This is an optimization exercise on Yosys and OpenROAD, whose aim is small area, a short achievable clock period and few clock cycles per item, not a production implementation. Where RTL was checked, it was by simulation tests only, not by an equivalence proof against the original. Function not checked in runs 1 and 2: the RTL went through the layout flow alone. Power is estimated from default activity; no workload was simulated.

## config.mk

```make
export PLATFORM = sky130hd
export DESIGN_NAME = fp_sincos
export DESIGN_NICKNAME = fp_sincos
export VERILOG_FILES = /design/flow/design.v
export SDC_FILE = /design/flow/constraint.sdc
export NUM_CORES = 4
export LEC_CHECK = 0
export CAP_MARGIN = 20
export CORE_MARGIN = 2
export CORE_UTILIZATION = 40
export SETUP_SLACK_MARGIN = 5
export SLEW_MARGIN = 20
```

## constraint.sdc

```tcl
create_clock -name core_clock -period 8.5 [get_ports {clk}]
set_input_delay 1.7000 -clock core_clock [delete_from_list [all_inputs] [get_ports {clk}]]
set_output_delay 1.7000 -clock core_clock [all_outputs]
set_load 0.01 [all_outputs]
```

## design.v

```verilog
package fp_sincos_pkg;
	typedef logic [31:0] fp32_t;
	typedef logic signed [31:0] fix_t;
	localparam fp32_t QNAN = 32'h7FC0_0000;
	localparam int CORDIC_ITER = 30;
	localparam fix_t CORDIC_X0 = 32'sd652032874;
	localparam logic [31:0] PI_FIX = 32'd3373259426;
	localparam fix_t HALF_PI_FIX = 32'sd1686629713;
	localparam logic [31:0] ATAN0 = 32'd843314857;
	function automatic logic [31:0] atan_of(input logic [4:0] i);
		case (i)
			5'd0: atan_of = 32'd843314857;
			5'd1: atan_of = 32'd497837829;
			5'd2: atan_of = 32'd263043837;
			5'd3: atan_of = 32'd133525159;
			5'd4: atan_of = 32'd67021687;
			5'd5: atan_of = 32'd33543516;
			5'd6: atan_of = 32'd16775851;
			5'd7: atan_of = 32'd8388437;
			5'd8: atan_of = 32'd4194283;
			5'd9: atan_of = 32'd2097149;
			5'd10: atan_of = 32'd1048576;
			5'd11: atan_of = 32'd524288;
			5'd12: atan_of = 32'd262144;
			5'd13: atan_of = 32'd131072;
			5'd14: atan_of = 32'd65536;
			5'd15: atan_of = 32'd32768;
			5'd16: atan_of = 32'd16384;
			5'd17: atan_of = 32'd8192;
			5'd18: atan_of = 32'd4096;
			5'd19: atan_of = 32'd2048;
			5'd20: atan_of = 32'd1024;
			5'd21: atan_of = 32'd512;
			5'd22: atan_of = 32'd256;
			5'd23: atan_of = 32'd128;
			5'd24: atan_of = 32'd64;
			5'd25: atan_of = 32'd32;
			5'd26: atan_of = 32'd16;
			5'd27: atan_of = 32'd8;
			5'd28: atan_of = 32'd4;
			5'd29: atan_of = 32'd2;
			default: atan_of = 32'd0;
		endcase
	endfunction
endpackage
module fp_sincos (
	input  logic                 clk,
	input  logic                 rst,
	input  logic                 ld_i,
	input  fp_sincos_pkg::fp32_t a_i,
	output fp_sincos_pkg::fp32_t sin_o,
	output fp_sincos_pkg::fp32_t cos_o,
	output logic                 done_o,
	output logic                 busy_o
);
	logic s_prep, s_run, s_pk1, s_pk2;
	logic busy_r, done_r;
	logic [4:0] cnt;
	logic signed [31:0] x_r, y_r, z_r;
	logic sgn_r, half_r, inv_r;
	logic [7:0]  a_exp;
	logic [22:0] a_frac;
	logic        a_e128, a_e127, a_inr, a_bad, a_gt;
	logic [31:0] x_cap;
	logic [4:0]  cnt_cap;
	always_comb begin
		a_exp  = a_i[30:23];
		a_frac = a_i[22:0];
		a_e128 = (a_exp == 8'd128);
		a_e127 = (a_exp == 8'd127);
		a_inr  = (a_exp[7:5] == 3'b011);
		a_bad  = a_exp[7] & (|a_exp[6:0]);
		a_gt   = (a_frac > 23'h490FDA);
		if (a_e128)
			x_cap = {1'b1, a_frac, 8'd0};
		else if (a_inr)
			x_cap = {2'b01, a_frac, 7'd0};
		else
			x_cap = '0;
		cnt_cap = a_exp[7] ? 5'd0 : ~a_exp[4:0];
	end
	logic signed [31:0] x_sh, y_sh;
	logic        rot_pos;
	logic [31:0] x_add, y_add, z_add;
	logic [31:0] ya_op;
	logic        y_sub;
	assign x_sh = x_r >>> cnt;
	assign y_sh = y_r >>> cnt;
	assign rot_pos = ~z_r[31];
	always_comb begin
		if (s_prep) begin
			ya_op = half_r ? (fp_sincos_pkg::PI_FIX - fp_sincos_pkg::ATAN0)
			               : (32'd0 - fp_sincos_pkg::ATAN0);
			y_sub = half_r;
		end else begin
			ya_op = y_r;
			y_sub = ~rot_pos;
		end
	end
	logic [32:0] x_sum, y_sum, z_sum;
	assign x_sum = {x_r, rot_pos} + {y_sh ^ {32{rot_pos}}, rot_pos};
	assign y_sum = {ya_op, y_sub} + {x_sh ^ {32{y_sub}}, y_sub};
	assign z_sum = {z_r, rot_pos} + {fp_sincos_pkg::atan_of(cnt) ^ {32{rot_pos}}, rot_pos};
	assign x_add = x_sum[32:1];
	assign y_add = y_sum[32:1];
	assign z_add = z_sum[32:1];
	logic [31:0] pk_v;
	logic        pk_neg;
	logic [31:0] pk_mag;
	logic [5:0]  pk_lz;
	logic [31:0] pk_sig;
	logic        pk_sign;
	logic        pk_up;
	logic [23:0] pk_sum;
	logic [7:0]  pk_exp;
	logic [31:0] pk_res;
	always_comb begin
		pk_v   = s_pk1 ? x_r : y_r;
		pk_neg = s_pk1 ? half_r : sgn_r;
		pk_mag = pk_v[31] ? 32'(-pk_v) : pk_v;
		pk_lz  = 6'd32;
		for (int i = 0; i < 32; i++)
			if (pk_mag[i])
				pk_lz = 6'(31 - i);
		pk_sig  = pk_mag << pk_lz[4:0];
		pk_sign = pk_neg ^ pk_v[31];
		pk_up   = pk_sig[7] & ((|pk_sig[6:0]) | pk_sig[8]);
		pk_sum  = {1'b0, pk_sig[30:8]} + 24'(pk_up);
		pk_exp  = 8'(9'd128 - {3'd0, pk_lz}) + 8'(pk_sum[23]);
		if (inv_r)
			pk_res = fp_sincos_pkg::QNAN;
		else if (pk_lz[5])
			pk_res = {pk_sign, 31'd0};
		else
			pk_res = {pk_sign, pk_exp, pk_sum[22:0]};
	end
	logic go;
	assign go = ld_i & ~busy_r;
	always_ff @(posedge clk) begin
		if (rst) begin
			s_prep <= 1'b0;
			s_run  <= 1'b0;
			s_pk1  <= 1'b0;
			s_pk2  <= 1'b0;
			busy_r <= 1'b0;
			done_r <= 1'b0;
		end else begin
			s_prep <= go;
			s_run  <= s_prep | (s_run & (cnt != 5'd29));
			s_pk1  <= s_run & (cnt == 5'd29);
			s_pk2  <= s_pk1;
			done_r <= s_pk2;
			busy_r <= go | (busy_r & ~s_pk2);
		end
	end
	always_ff @(posedge clk) begin
		if (!busy_r) begin
			x_r    <= x_cap;
			cnt    <= cnt_cap;
			sgn_r  <= a_i[31];
			inv_r  <= a_bad | (a_e128 & a_gt);
			half_r <= a_e128 | (a_e127 & a_gt);
		end else if (s_prep) begin
			x_r <= fp_sincos_pkg::CORDIC_X0;
			y_r <= fp_sincos_pkg::CORDIC_X0;
			z_r <= y_add;
			cnt <= 5'd1;
		end else if (s_run) begin
			x_r <= x_add;
			y_r <= y_add;
			z_r <= z_add;
			cnt <= cnt + 5'd1;
		end else if (s_pk1) begin
			x_r <= pk_res;
		end else if (s_pk2) begin
			y_r <= pk_res;
		end
	end
	assign cos_o  = x_r;
	assign sin_o  = y_r;
	assign done_o = done_r;
	assign busy_o = busy_r;
endmodule
```

## run.sh

```bash
#!/bin/bash
# synth_recipe.tcl (not shown) runs the flow's synth.tcl, then flattens the netlist and writes it again
# the make line also repeats each setting of config.mk as NAME=value (left out here)
make -C /OpenROAD-flow-scripts/flow DESIGN_CONFIG=/design/flow/config.mk WORK_HOME=/design/flow/orfs CLKGATE_MAP_FILE= SYNTH_SCRIPT=/design/flow/synth_recipe.tcl finish
```

==> impl_metrics.py, run 1 <==
metrics = {
    "clocking": {
        "cts_tree": "built",
        "cts-root-buf": "clkbuf_16",
        "htreeDepth": 4,
        "clkTransAtPathRegs_ns": 0.07,
        "cts_num_sinks": 140,
        "cts.path.max_buffers": 2,
        "numCtsBuffers": 17,
        "insertion_delay_ns": 0.47,
    },
    "status": {
        "status": "timing/DRC/antenna clean",
    },
    "setup_path": {
        "worstSetupPathType": "reg -> reg",
        "arrival_ns": 6.85,
        "critical_path.top_delay_family": "compound AO/OA/AOI/OAI gates",
        "endpoint_kind": "register",
        "crit_fanout": 10,
        "cp-start-kind": "register",
        "crit_slowest_cell": "xor2_1",
        "critPathMaxStageDelay_ns": 0.60,
        "cp.required_ns": 8.71,
        "critPathBufInv": 7,
    },
    "min_path": {
        "min_path_type": "reg -> reg",
    },
    "sta": {
        "period_share_pct": 78.0,
        "fmax_mhz": 151,
        "hold_slack_ns": 0.593,
        "setup_tns_ns": 0,
        "rsz0062_at_grt": "yes",
        "hold_viol_final": 0,
        "setup_slack_ns": 1.87,
        "period_needed_ns": 6.63,
        "finalSetupViolations": 0,
        "relSlewSlack_pct": 36.5,
        "finalClockSkew_ns": 0.0170,
        "drv_slew": 0,
        "tightest_slew_ns": 0.952,
    },
    "grt": {
        "grt-ovfl-total": 0,
        "grt_pass1_vias": 22475,
        "antenna_found_initial": 6,
        "grt_max_degree": 70,
        "grt_pass1_wl_mm": 148,
        "grtUsageTotal_pct": 37.1,
    },
    "routing": {
        "num_vias": 24167,
        "ant_nets": 0,
        "wl_per_cell_um": 29.1,
        "dr.first_iter.drc_count": 3888,
        "drc": 0,
        "totalWireLength_mm": 103,
        "avgViaCountPerCell": 6.82,
        "firstDrtPassIters": 11,
    },
    "synthesis": {
        "yosysUniqueCellTypes": 108,
        "synth.cell_area_mm2": 0.0206,
        "synthTopCellsByCount": "a21oi_1, nand2_1, nor2_1, xnor2_1, o21ai_0",
        "yosysMostFrequentCell": "a21oi_1",
        "synth_edf_count": 104,
        "netlist_instances": 2510,
        "ys_ff_latch": 140,
        "synth_area_leader_cell": "edfxtp_1",
        "synth_top_area_share_pct": 15.2,
        "ys_seq_area_share_pct": 18.7,
        "synthArstFlopShare_pct": 0,
        "synth_nets": 2652,
        "synth_top_flop_cell": "edfxtp_1",
        "yosysWarnings": 1,
        "synth_area_leaders": "edfxtp_1, xnor2_1, mux4_2, ha_1, mux2i_1",
        "avgSynthCellArea_um2": 8.20,
    },
    "die": {
        "rows": 83,
        "core_area_mm2": 0.0511,
        "die_w_um": 231,
        "die_area_mm2": 0.0533,
        "start_util_pct": 40.3,
        "boundaryPins": 101,
        "die_h_um": 231,
    },
    "cells_and_area": {
        "layout-drive-gt1-share_pct": 32.8,
        "syn2layout_area_growth_pct": 37.3,
        "instances_no_fill": 3542,
        "num-fill-cells": 4525,
        "nNetsFinal": 2989,
    },
    "power": {
        "p_leak_nw": 10.7,
        "switchingPower_mw": 3.22,
        "ir_worst_vdd_uv": 167,
        "swShare_pct": 48.7,
        "power_density_mw_per_mm2": 234,
        "p_comb_share_pct": 73.3,
        "p_seq_share_pct": 15.1,
        "clock_power_share_pct": 11.7,
        "p_int_mw": 3.39,
    },
    "place": {
        "port_buffers": 100,
        "place.gp.congestion": 1.11,
        "place_hpwl_mm": 73.0,
        "dp.cells": 3224,
        "dp_slack_ns": 0.659,
    },
    "run": {
        "max_cap_violations": 0,
    },
}
## power by group through the flow
stage	sequential, mW	combinational (mW)	clock (mW)
floorplan	0.996	2.63	0
global placement	1.03	3.62	0
detailed placement	1.03	3.67	0
CTS	0.986	4.29	0.769
global route	0.997	5.09	0.793
finish	0.994	4.84	0.770
## placed cells by master, fill, tap and decap left out, types with 35 or more instances in the layout
| cell type | instances |
|---|---|
| a21oi_2 | 49 |
| o21ai_0 | 126 |
| inv_1 | 53 |
| buf_4 | 303 |
| o21a_1 | 35 |
| clkdlybuf4s50_1 | 87 |
| nand3_1 | 67 |
| mux2i_1 | 83 |
| nand2_1 | 192 |
| mux2_2 | 49 |
| o21ai_1 | 37 |
| a21oi_1 | 155 |
| edfxtp_1 | 104 |
| mux4_2 | 60 |
| ha_1 | 93 |
| buf_6 | 43 |
| nor3_1 | 52 |
| nor2_1 | 175 |
| xnor2_1 | 155 |
| a21o_1 | 39 |
## repair_timing
item	4_1_cts	5_1_grt
pin swaps	111	111
gates cloned	10	1
setup buffers	197	76
endpoints found under the setup margin	186	127
gates resized for setup	313	205
hold buffers	0	0
## logic make-up after synthesis
kind of cell,share of synthesized area [%]
fa+ha+maj,6.50
buf+inv,4.71
flops,18.7
xor+xnor,9.74
simple gates,18.9
compound gates,25.8
mux,15.7
## layout make-up
| type | instances | area [um2] | share of cell area (%) |
|---|---|---|---|
| Tap cell | 680 | 851 | 3.01 |
| Antenna cell | 2 | 5.00 | 0.0177 |
| Inverter | 66 | 268 | 0.948 |
| Sequential cell | 140 | 3850 | 13.6 |
| Clock inverter | 13 | 101 | 0.359 |
| Clock buffer | 19 | 475 | 1.68 |
| Timing Repair Buffer | 478 | 4480 | 15.8 |
| Multi-Input combinational cell | 2143 | 18200 | 64.5 |
| Timing Repair inverter | 1 | 3.75 | 0.0133 |
## final timing paths
kind	start	end	slack, ns	cells past startpoint
worst max-delay path	s_pk1	x_r[29]	1.87	29
worst min register to register	s_pk2	done_r	0.59	1
worst max register to register	s_pk1	x_r[29]	1.87	29
worst min-delay path	s_pk2	done_r	0.59	1
## metal layers
| metal | share of wire, % | track usage, % | vias to the layer above |
|---|---|---|---|
| li1 | - | - | 10185 |
| met2 | 40 | 52.4 | 1956 |
| met4 | 6.0 | 17.5 | 12 |
| met1 | 38 | 49.2 | 11609 |
| met5 | 0.25 | 0 | - |
| met3 | 16 | 14.5 | 405 |
## stage by stage
stage | instance area [um2] | power (mW) | utilization, %
floorplan | 21100 | 3.62 | -
global placement | 22800 | 4.65 | 44.6
detailed placement | 22800 | 4.70 | 44.6
CTS | 26700 | 6.05 | 52.3
global route | 28300 | 6.88 | 55.3
finish | 28300 | 6.61 | 55.3
==> run 2, diff against run 1 <==
--- a/design.v
+++ b/design.v
@@ -55,3 +55,3 @@
 );
-	logic s_prep, s_run, s_pk1, s_pk2;
+	logic s_prep, s_run, s_pk0, s_pk1, s_pk2;
 	logic busy_r, done_r;
@@ -89,3 +89,7 @@
 	assign rot_pos = ~z_r[31];
+	logic [31:0] xa_op;
+	logic        x_sub;
 	always_comb begin
+		xa_op = s_pk0 ? 32'd0 : x_r;
+		x_sub = s_pk0 ? y_r[31] : rot_pos;
 		if (s_prep) begin
@@ -94,2 +98,5 @@
 			y_sub = half_r;
+		end else if (s_pk0) begin
+			ya_op = 32'd0;
+			y_sub = x_r[31];
 		end else begin
@@ -100,3 +107,3 @@
 	logic [32:0] x_sum, y_sum, z_sum;
-	assign x_sum = {x_r, rot_pos} + {y_sh ^ {32{rot_pos}}, rot_pos};
+	assign x_sum = {xa_op, x_sub} + {y_sh ^ {32{x_sub}}, x_sub};
 	assign y_sum = {ya_op, y_sub} + {x_sh ^ {32{y_sub}}, y_sub};
@@ -106,4 +113,2 @@
 	assign z_add = z_sum[32:1];
-	logic [31:0] pk_v;
-	logic        pk_neg;
 	logic [31:0] pk_mag;
@@ -117,5 +122,3 @@
 	always_comb begin
-		pk_v   = s_pk1 ? x_r : y_r;
-		pk_neg = s_pk1 ? half_r : sgn_r;
-		pk_mag = pk_v[31] ? 32'(-pk_v) : pk_v;
+		pk_mag = s_pk1 ? x_r : y_r;
 		pk_lz  = 6'd32;
@@ -125,3 +128,3 @@
 		pk_sig  = pk_mag << pk_lz[4:0];
-		pk_sign = pk_neg ^ pk_v[31];
+		pk_sign = s_pk1 ? sgn_r : half_r;
 		pk_up   = pk_sig[7] & ((|pk_sig[6:0]) | pk_sig[8]);
@@ -142,2 +145,3 @@
 			s_run  <= 1'b0;
+			s_pk0  <= 1'b0;
 			s_pk1  <= 1'b0;
@@ -149,3 +153,4 @@
 			s_run  <= s_prep | (s_run & (cnt != 5'd29));
-			s_pk1  <= s_run & (cnt == 5'd29);
+			s_pk0  <= s_run & (cnt == 5'd29);
+			s_pk1  <= s_pk0;
 			s_pk2  <= s_pk1;
@@ -171,7 +176,12 @@
 			z_r <= z_add;
-			cnt <= cnt + 5'd1;
+			cnt <= (cnt == 5'd29) ? 5'd0 : cnt + 5'd1;
+		end else if (s_pk0) begin
+			x_r    <= x_add;
+			y_r    <= y_add;
+			sgn_r  <= sgn_r ^ y_r[31];
+			half_r <= half_r ^ x_r[31];
 		end else if (s_pk1) begin
+			z_r <= pk_res;
+		end else if (s_pk2) begin
 			x_r <= pk_res;
-		end else if (s_pk2) begin
-			y_r <= pk_res;
 		end
@@ -179,3 +189,3 @@
 	assign cos_o  = x_r;
-	assign sin_o  = y_r;
+	assign sin_o  = z_r;
 	assign done_o = done_r;
==> run 2 against run 1 <==
Die area fell by 3.5%. Design area rose by 0.78%. Combinational power rose by 36%. Still clean on timing, DRC and antenna. Sequential power rose by 5%. Count of clock-buffer cells in the layout rose by 3. Clock power fell by 5.6%. Clock skew rose by 0.0039 ns. Critical endpoint is now z_r[27].
==> impl_metrics.py, run 2 <==
metrics = {
    "min_path": {
        "min_path_cells": 2,
        "min_from": "busy_r",
        "min_path_type": "reg -> reg",
        "min_to": "busy_r",
    },
    "sta": {
        "setup_slack_ns": 3.13,
        "rsz0062_at_grt": "yes",
        "hold_viol_final": 0,
        "fmax_mhz": 186,
        "finalClockSkew_ns": 0.0209,
        "finalSetupViolations": 0,
        "tightest_slew_ns": 1.30,
        "period_share_pct": 63.2,
        "setup_tns_ns": 0,
        "period_needed_ns": 5.37,
        "drv_slew": 0,
        "relSlewSlack_pct": 12.9,
    },
    "setup_path": {
        "critPathMaxStageDelay_ns": 0.64,
        "r2r_end": "z_r[27]",
        "critPathBufInv": 3,
        "worst_r2r_path_depth": 23,
        "critical_path.top_delay_family": "simple AND/OR/NAND/NOR gates",
        "cp.required_ns": 8.68,
        "path_cells": "nor3_2 -> or2_2 -> a311oi_4 -> buf_4 -> o31a_4 -> nor2_8 -> buf_4 -> o21ai_1 -> o21ai_1 -> o21ai_0 -> o221ai_2 -> nand4_1 -> nor2_4 -> nand2_1 -> or4_4 -> ha_4 -> clkinv_4 -> ha_4 -> nand3_4 -> a211oi_2 -> mux2i_1 -> nor2_1 -> a21oi_1",
        "crit_fanout": 8,
        "r2r_start": "y_r[7]",
        "r2r_slack_ns": 3.13,
        "crit_slowest_cell": "edfxtp_1",
        "cp-start-kind": "register",
        "worstSetupPathType": "reg -> reg",
        "endpoint_kind": "register",
        "arrival_ns": 5.55,
    },
    "clocking": {
        "cts_num_sinks": 141,
        "insertion_delay_ns": 0.45,
        "clkTransAtPathRegs_ns": 0.06,
        "postCtsHoldBufs": 0,
        "cts.path.max_buffers": 2,
        "cts-root-buf": "clkbuf_16",
        "cts_tree": "built",
        "htreeDepth": 4,
        "numCtsBuffers": 17,
    },
    "die": {
        "boundaryPins": 101,
        "rows": 81,
        "die_h_um": 227,
        "die_area_mm2": 0.0514,
        "start_util_pct": 40.5,
        "die_w_um": 227,
        "core_area_mm2": 0.0490,
    },
    "cells_and_area": {
        "num-fill-cells": 4217,
        "layout-drive-gt1-share_pct": 35.8,
        "final_common_cell": "buf_4",
        "nNetsFinal": 2910,
        "final_cell_mix": "buf_4, nand2_1, nor2_1",
        "syn2layout_area_growth_pct": 43.5,
    },
    "synthesis": {
        "netlist_instances": 2420,
        "ys_ff_latch": 141,
        "synth_top_flop_cell": "edfxtp_1",
        "synthMuxAreaShare_pct": 15.1,
        "yosysUniqueCellTypes": 121,
        "ys_seq_area_share_pct": 19.5,
        "synth_area_leader_cell": "edfxtp_1",
        "yosys.area_share.adder_pct": 6.68,
        "synth-simple-area-share_pct": 20.8,
        "synth.cell_area_mm2": 0.0198,
        "avgSynthCellArea_um2": 8.20,
        "synthArstFlopShare_pct": 0,
        "synth_nets": 2561,
        "synth_area_leaders": "edfxtp_1, mux4_2, ha_1, xnor2_1, a21oi_1",
        "synth-xor-area-share_pct": 8.78,
        "synth_edf_count": 104,
        "synth_top_area_share_pct": 15.7,
        "yosysMostFrequentCell": "nand2_1",
        "yosysWarnings": 1,
        "synthTopCellsByCount": "nand2_1, nor2_1, a21oi_1, o21ai_0, xnor2_1",
        "synth_top_family_by_area": "compound AO/OA/AOI/OAI gates",
        "synth_compound_area_share_pct": 24.6,
    },
    "place": {
        "dp_slack_ns": 2.00,
        "place_hpwl_mm": 69.6,
        "place.gp.congestion": 1.03,
        "port_buffers": 100,
    },
    "grt": {
        "grt_pass1_vias": 21536,
        "grtUsageTotal_pct": 39.6,
        "grt_pass1_wl_mm": 148,
        "antenna_found_initial": 10,
        "grt-ovfl-total": 0,
        "grt_max_degree": 65,
    },
    "power": {
        "power_density_mw_per_mm2": 292,
        "p_int_mw": 4.14,
        "swShare_pct": 50.3,
        "clock_power_share_pct": 8.7,
        "p_comb_share_pct": 78.8,
        "p_seq_share_pct": 12.5,
        "p_leak_nw": 11.2,
        "ir_worst_vdd_uv": 166,
        "switchingPower_mw": 4.19,
    },
    "routing": {
        "firstDrtPassIters": 6,
        "num_vias": 23076,
        "ant_nets": 0,
        "drc": 0,
        "avgViaCountPerCell": 6.68,
        "dr.first_iter.drc_count": 2843,
        "totalWireLength_mm": 105,
        "wl_per_cell_um": 30.4,
    },
    "run": {
        "max_cap_violations": 0,
    },
    "status": {
        "status": "timing/DRC/antenna clean",
    },
}
## run 2: per-layer routing
metal	track usage [%]	wire length [um]	vias to the layer above
met3	12.3	13400	473
li1	-	-	9751
met2	57.0	43300	1767
met1	50.4	39300	11081
met5	0	25	-
met4	27.7	9180	4
## run 2: layout make-up
cell class / count / area, um2 / share of cell area (%)
clock inverters: 10 / 76.3 / 0.268
multi-input cells: 2080 / 18300 / 64.3
repair buffers: 477 / 4630 / 16.3
inverters: 50 / 244 / 0.857
repair inverters: 2 / 28.8 / 0.101
well taps: 664 / 831 / 2.92
diodes: 7 / 17.5 / 0.0615
flip-flops and latches: 141 / 3870 / 13.6
clock buffers: 22 / 465 / 1.63
## run 2: worst reg2reg max path, delay by kind of cell (launching register included)
family,cells,cell delay [ns]
compound gates,8,1.56
fa+ha+maj,2,0.36
buf+inv,3,0.46
flops,1,0.64
mux,1,0.13
simple gates,9,1.95
## run 2: cells by family after synthesis
group                      Yosys count
buffers and inverters              203
xor gates and xnor gates           199
DFF                                141
AOI/OAI and AO/OA                  738
and+or+nand+nor                    823
muxes                              210
adders and majority gates          106
## run 2: how the worst max path moves through the flow
stage	slack (ns)	startpoint	endpoint	depth (start not counted)
floorplan	3.72	cnt[0]	x_r[30]	21
detailed placement	2.00	s_pk1	z_r[27]	22
global placement	2.03	s_pk1	z_r[27]	20
global route	3.02	cnt[0]	z_r[24]	27
finish	3.13	y_r[7]	z_r[27]	23
CTS	3.22	s_pk1	x_r[30]	19
## run 2: power by group through the flow
stage | registers [mW] | clock network, mW | logic, mW
6_report | 1.04 | 0.727 | 6.56
5_1_grt | 1.04 | 0.752 | 6.83
4_1_cts | 1.04 | 0.727 | 5.62
3_5_place_dp | 1.16 | 0 | 4.18
3_3_place_gp | 1.16 | 0 | 4.17
2_1_floorplan | 1.05 | 0 | 2.95
## run 2: per-stage QoR
stage	utilization, %	power (mW)	cells	hold slack, ns	cell area [um2]
2_1_floorplan	-	4.00	2420	0.433	20300
3_3_place_gp	44.2	5.34	3075	0.487	21600
3_5_place_dp	44.2	5.35	3075	0.488	21600
4_1_cts	54.4	7.39	3364	0.496	26600
5_1_grt	58.1	8.63	3447	0.535	28500
6_report	58.2	8.33	3453	0.507	28500
## run 2: repair_timing
action	in CTS	in global routing
pin swaps	139	143
endpoints found under the setup margin	181	122
gates resized for setup	422	227
setup buffers	242	80
gates cloned	15	2
==> run 3, diff against run 2 <==
--- a/design.v
+++ b/design.v
@@ -21,23 +21,3 @@
 			5'd9: atan_of = 32'd2097149;
-			5'd10: atan_of = 32'd1048576;
-			5'd11: atan_of = 32'd524288;
-			5'd12: atan_of = 32'd262144;
-			5'd13: atan_of = 32'd131072;
-			5'd14: atan_of = 32'd65536;
-			5'd15: atan_of = 32'd32768;
-			5'd16: atan_of = 32'd16384;
-			5'd17: atan_of = 32'd8192;
-			5'd18: atan_of = 32'd4096;
-			5'd19: atan_of = 32'd2048;
-			5'd20: atan_of = 32'd1024;
-			5'd21: atan_of = 32'd512;
-			5'd22: atan_of = 32'd256;
-			5'd23: atan_of = 32'd128;
-			5'd24: atan_of = 32'd64;
-			5'd25: atan_of = 32'd32;
-			5'd26: atan_of = 32'd16;
-			5'd27: atan_of = 32'd8;
-			5'd28: atan_of = 32'd4;
-			5'd29: atan_of = 32'd2;
-			default: atan_of = 32'd0;
+			default: atan_of = 32'd1 << (5'd30 - i);
 		endcase
@@ -55,3 +35,3 @@
 );
-	logic s_prep, s_run, s_pk0, s_pk1, s_pk2;
+	logic s_prep, s_run, s_pk1, s_pk2;
 	logic busy_r, done_r;
@@ -89,7 +69,3 @@
 	assign rot_pos = ~z_r[31];
-	logic [31:0] xa_op;
-	logic        x_sub;
 	always_comb begin
-		xa_op = s_pk0 ? 32'd0 : x_r;
-		x_sub = s_pk0 ? y_r[31] : rot_pos;
 		if (s_prep) begin
@@ -98,5 +74,2 @@
 			y_sub = half_r;
-		end else if (s_pk0) begin
-			ya_op = 32'd0;
-			y_sub = x_r[31];
 		end else begin
@@ -106,9 +79,7 @@
 	end
-	logic [32:0] x_sum, y_sum, z_sum;
-	assign x_sum = {xa_op, x_sub} + {y_sh ^ {32{x_sub}}, x_sub};
-	assign y_sum = {ya_op, y_sub} + {x_sh ^ {32{y_sub}}, y_sub};
-	assign z_sum = {z_r, rot_pos} + {fp_sincos_pkg::atan_of(cnt) ^ {32{rot_pos}}, rot_pos};
-	assign x_add = x_sum[32:1];
-	assign y_add = y_sum[32:1];
-	assign z_add = z_sum[32:1];
+	assign x_add = x_r + (y_sh ^ {32{rot_pos}}) + {31'd0, rot_pos};
+	assign y_add = ya_op + (x_sh ^ {32{y_sub}}) + {31'd0, y_sub};
+	assign z_add = z_r + (fp_sincos_pkg::atan_of(cnt) ^ {32{rot_pos}}) + {31'd0, rot_pos};
+	logic [31:0] pk_v;
+	logic        pk_neg;
 	logic [31:0] pk_mag;
@@ -122,3 +93,5 @@
 	always_comb begin
-		pk_mag = s_pk1 ? x_r : y_r;
+		pk_v   = s_pk1 ? x_r : y_r;
+		pk_neg = s_pk1 ? half_r : sgn_r;
+		pk_mag = pk_v[31] ? 32'(-pk_v) : pk_v;
 		pk_lz  = 6'd32;
@@ -128,3 +101,3 @@
 		pk_sig  = pk_mag << pk_lz[4:0];
-		pk_sign = s_pk1 ? sgn_r : half_r;
+		pk_sign = pk_neg ^ pk_v[31];
 		pk_up   = pk_sig[7] & ((|pk_sig[6:0]) | pk_sig[8]);
@@ -145,3 +118,2 @@
 			s_run  <= 1'b0;
-			s_pk0  <= 1'b0;
 			s_pk1  <= 1'b0;
@@ -153,4 +125,3 @@
 			s_run  <= s_prep | (s_run & (cnt != 5'd29));
-			s_pk0  <= s_run & (cnt == 5'd29);
-			s_pk1  <= s_pk0;
+			s_pk1  <= s_run & (cnt == 5'd29);
 			s_pk2  <= s_pk1;
@@ -176,12 +147,7 @@
 			z_r <= z_add;
-			cnt <= (cnt == 5'd29) ? 5'd0 : cnt + 5'd1;
-		end else if (s_pk0) begin
-			x_r    <= x_add;
-			y_r    <= y_add;
-			sgn_r  <= sgn_r ^ y_r[31];
-			half_r <= half_r ^ x_r[31];
+			cnt <= cnt + 5'd1;
 		end else if (s_pk1) begin
-			z_r <= pk_res;
+			x_r <= pk_res;
 		end else if (s_pk2) begin
-			x_r <= pk_res;
+			y_r <= pk_res;
 		end
@@ -189,3 +155,3 @@
 	assign cos_o  = x_r;
-	assign sin_o  = z_r;
+	assign sin_o  = y_r;
 	assign done_o = done_r;
--- a/config.mk
+++ b/config.mk
@@ -10,3 +10,2 @@
 export CORE_UTILIZATION = 40
-export SETUP_SLACK_MARGIN = 5
 export SLEW_MARGIN = 20
==> run 3 against run 2 <==
Still clean. Clock power decreased by 32%. Global-route usage shrank 0.81 points. Sequential power is about 20% lower. Hold slack improved by 0.038 ns. Highest routed layer unchanged.
==> impl_metrics.py, run 3 <==
metrics = {
    "sta": {
        "hold_viol_final": 0,
        "period_needed_ns": 8.27,
        "period_share_pct": 97.3,
        "finalClockSkew_ns": 0.0212,
        "tightest_slew_ns": 1.13,
        "rsz0062_at_grt": "no",
        "relSlewSlack_pct": 24.5,
        "fmax_mhz": 121,
        "setup_tns_ns": 0,
        "finalSetupViolations": 0,
        "drv_slew": 0,
        "setup_slack_ns": 0.230,
    },
    "place": {
        "placed_area_mm2": 0.0229,
        "dp_slack_ns": 0.399,
        "place.gp.congestion": 1.02,
        "place_hpwl_mm": 82.4,
        "port_buffers": 100,
    },
    "synthesis": {
        "synth_edf_count": 104,
        "synth_nets": 2696,
        "yosysMostFrequentCell": "a21oi_1",
        "yosysWarnings": 1,
        "ys_seq_area_share_pct": 16.0,
        "ys_ff_latch": 110,
        "synthArstFlopShare_pct": 0,
        "synth_top_flop_cell": "edfxtp_1",
        "synth.cell_area_mm2": 0.0202,
        "netlist_instances": 2557,
        "synthTopCellsByCount": "a21oi_1, nor2_1, nand2_1, o21ai_0, xnor2_1",
        "synth_top_area_share_pct": 15.4,
        "avgSynthCellArea_um2": 7.92,
        "yosysUniqueCellTypes": 114,
        "synth_area_leader_cell": "edfxtp_1",
        "synth_area_leaders": "edfxtp_1, ha_1, mux4_2, xnor2_1, a21oi_1",
    },
    "power": {
        "ir_worst_vdd_uv": 131,
        "p_int_mw": 2.52,
        "swShare_pct": 53.8,
        "power_density_mw_per_mm2": 235,
        "p_comb_share_pct": 75.7,
        "power.total_mw": 5.46,
        "p_leak_nw": 8.61,
        "switchingPower_mw": 2.94,
        "clock_power_share_pct": 9.1,
        "p_seq_share_pct": 15.2,
    },
    "setup_path": {
        "cp-start-kind": "register",
        "crit_slowest_cell": "xnor2_1",
        "endpoint_kind": "register",
        "critPathMaxStageDelay_ns": 0.87,
        "worstSetupPathType": "reg -> reg",
        "critPathBufInv": 8,
        "crit_fanout": 7,
        "cpMostUsedCell": "buf_4",
        "arrival_ns": 8.42,
        "critical_path.top_delay_family": "simple AND/OR/NAND/NOR gates",
        "cp.required_ns": 8.65,
    },
    "routing": {
        "totalWireLength_mm": 105,
        "drc": 0,
        "ant_nets": 0,
        "num_vias": 23129,
        "avgViaCountPerCell": 6.86,
        "wl_per_cell_um": 31.1,
        "dr.first_iter.drc_count": 3466,
        "firstDrtPassIters": 6,
    },
    "clocking": {
        "clkTransAtPathRegs_ns": 0.10,
        "htreeDepth": 3,
        "cts.path.max_buffers": 2,
        "numCtsBuffers": 9,
        "cts_num_sinks": 110,
        "cts-root-buf": "clkbuf_16",
        "cts_tree": "built",
        "insertion_delay_ns": 0.41,
        "cts_setup_buffers": 0,
    },
    "grt": {
        "antenna_found_initial": 5,
        "grt_pass1_wl_mm": 151,
        "grtUsageTotal_pct": 38.8,
        "grt_max_degree": 80,
        "grt_pass1_vias": 21424,
        "grt-ovfl-total": 0,
    },
    "cells_and_area": {
        "fin_area_mm2": 0.0232,
        "final_cell_mix": "a21oi_1, nor2_1, nand2_1",
        "layout-drive-gt1-share_pct": 15.9,
        "final_common_cell": "a21oi_1",
        "syn2layout_area_growth_pct": 14.9,
        "nNetsFinal": 2831,
        "largest_registers": "x_r (32), y_r (32), z_r (32)",
    },
    "die": {
        "die_h_um": 229,
        "die_w_um": 229,
        "boundaryPins": 101,
        "die_area_mm2": 0.0524,
        "rows": 82,
        "start_util_pct": 40.4,
        "core_area_mm2": 0.0501,
    },
    "min_path": {
        "min_path_type": "reg -> reg",
    },
    "run": {
        "max_cap_violations": 0,
    },
    "status": {
        "status": "timing/DRC/antenna clean",
    },
}
-- run 3: cell types whose count changed in the layout (fill, tap and decap cells not counted), sizes merged, moves of 15 or more --
| cell | previous run | this run |
|---|---|---|
| xor2 | 70 | 93 |
| nor4 | 12 | 29 |
| clkbuf | 24 | 9 |
| a21oi | 211 | 242 |
| nand2 | 254 | 198 |
| a21o | 62 | 36 |
| o21ai | 179 | 200 |
| buf | 372 | 193 |
| nor2b | 50 | 30 |
| nor3 | 55 | 85 |
| dfxtp | 37 | 6 |
-- run 3: cell families after synthesis --
family | share of synthesized area (%)
muxes | 13.6
adders and majority gates | 6.54
xor gates and xnor gates | 10.2
DFF | 16.0
buffers and inverters | 4.76
AOI/OAI and AO/OA | 28.0
and+or+nand+nor | 20.9
-- run 3: metrics by stage --
step | util (%) | hold WS, ns | std cells
2_1_floorplan | - | 0.452 | 2557
3_3_place_gp | 45.7 | 0.548 | 3353
3_5_place_dp | 45.7 | 0.541 | 3353
4_1_cts | 46.4 | 0.547 | 3369
5_1_grt | 46.4 | 0.556 | 3369
6_report | 46.4 | 0.545 | 3370
-- run 3: per-layer routing --
layer	vias to the layer above	GRT usage (%)	routed length, um
met5	-	0	52
met4	8	14.1	4630
met3	285	11.9	14000
met2	1603	52.8	40800
met1	11231	56.9	45400
li1	10002	-	-
-- run 3: final cells by class --
type,count,area (um2)
antenna,1,2.50
inverter,60,225
timing repair buffer,293,2490
tap,672,841
clock inverter,7,101
fill,5121,26800
multi-input combinational,2218,16100
clock buffer,9,225
sequential,110,3250
-- run 3: worst register-to-register path: cells and delay by family (launching register included) --
family          cells  cell delay [ns]
xor+xnor            1             0.87
buf+inv             8             1.39
fa+ha+maj           3             0.69
flops               1             0.35
compound gates      6             1.33
simple gates       14             2.95
mux                 1             0.42
-- run 3: final timing paths --
kind,startpoint,endpoint,slack (ns),cells past startpoint
worst max register to register,s_pk1,y_r[27],0.23,33
worst max-delay path,s_pk1,y_r[27],0.23,33
worst min-delay path,s_pk2,done_r,0.55,1
worst min register to register,s_pk2,done_r,0.55,1
-- run 3: what timing repair did --
action / CTS / global route
hold buffers: 0 / 0
setup endpoints to repair: 0 / 12
gates resized for setup: 0 / 3
-- run 3: power groups by stage --
stage | Combinational, mW | Sequential [mW] | Clock (mW)
6_report | 4.14 | 0.831 | 0.497
5_1_grt | 4.40 | 0.829 | 0.517
4_1_cts | 3.99 | 0.822 | 0.501
3_5_place_dp | 3.96 | 0.834 | 0
3_3_place_gp | 3.92 | 0.836 | 0
2_1_floorplan | 2.66 | 0.805 | 0
Testbench counts of run 3, summed over its fixed seeds: cycles 16,896, items 512.

-- re-timing with driven ports --
In the flow no input, the clock included, has a driving cell. The finished layouts below were timed again as built, in two steps. Step 1 (the two cells are an assumption about what drives the block):
set clk [get_ports {clk}]
set_driving_cell -lib_cell sky130_fd_sc_hd__clkbuf_16 $clk
set_driving_cell -lib_cell sky130_fd_sc_hd__buf_2 [delete_from_list [all_inputs] $clk]
Step 2 adds t to the input delays and takes it off the output delays; t is the mean of the earliest and latest rising clock arrival at the registers after step 1. Input paths then give back, and output paths get back, about the clock's delay inside the block. a / b / c = ideal ports / drivers / drivers and shift; a / b = the first two.
run	t, ns	setup WS [ns]	worst data-port slew with drivers (ns)
run 1	0.510	1.868 / 1.868 / 1.868	0.04
run 2	0.498	3.129 / 3.129 / 3.129	0.04
run 3	0.454	0.230 / 0.230 / 0.230	0.04
After both steps setup and hold are still met in every run listed.
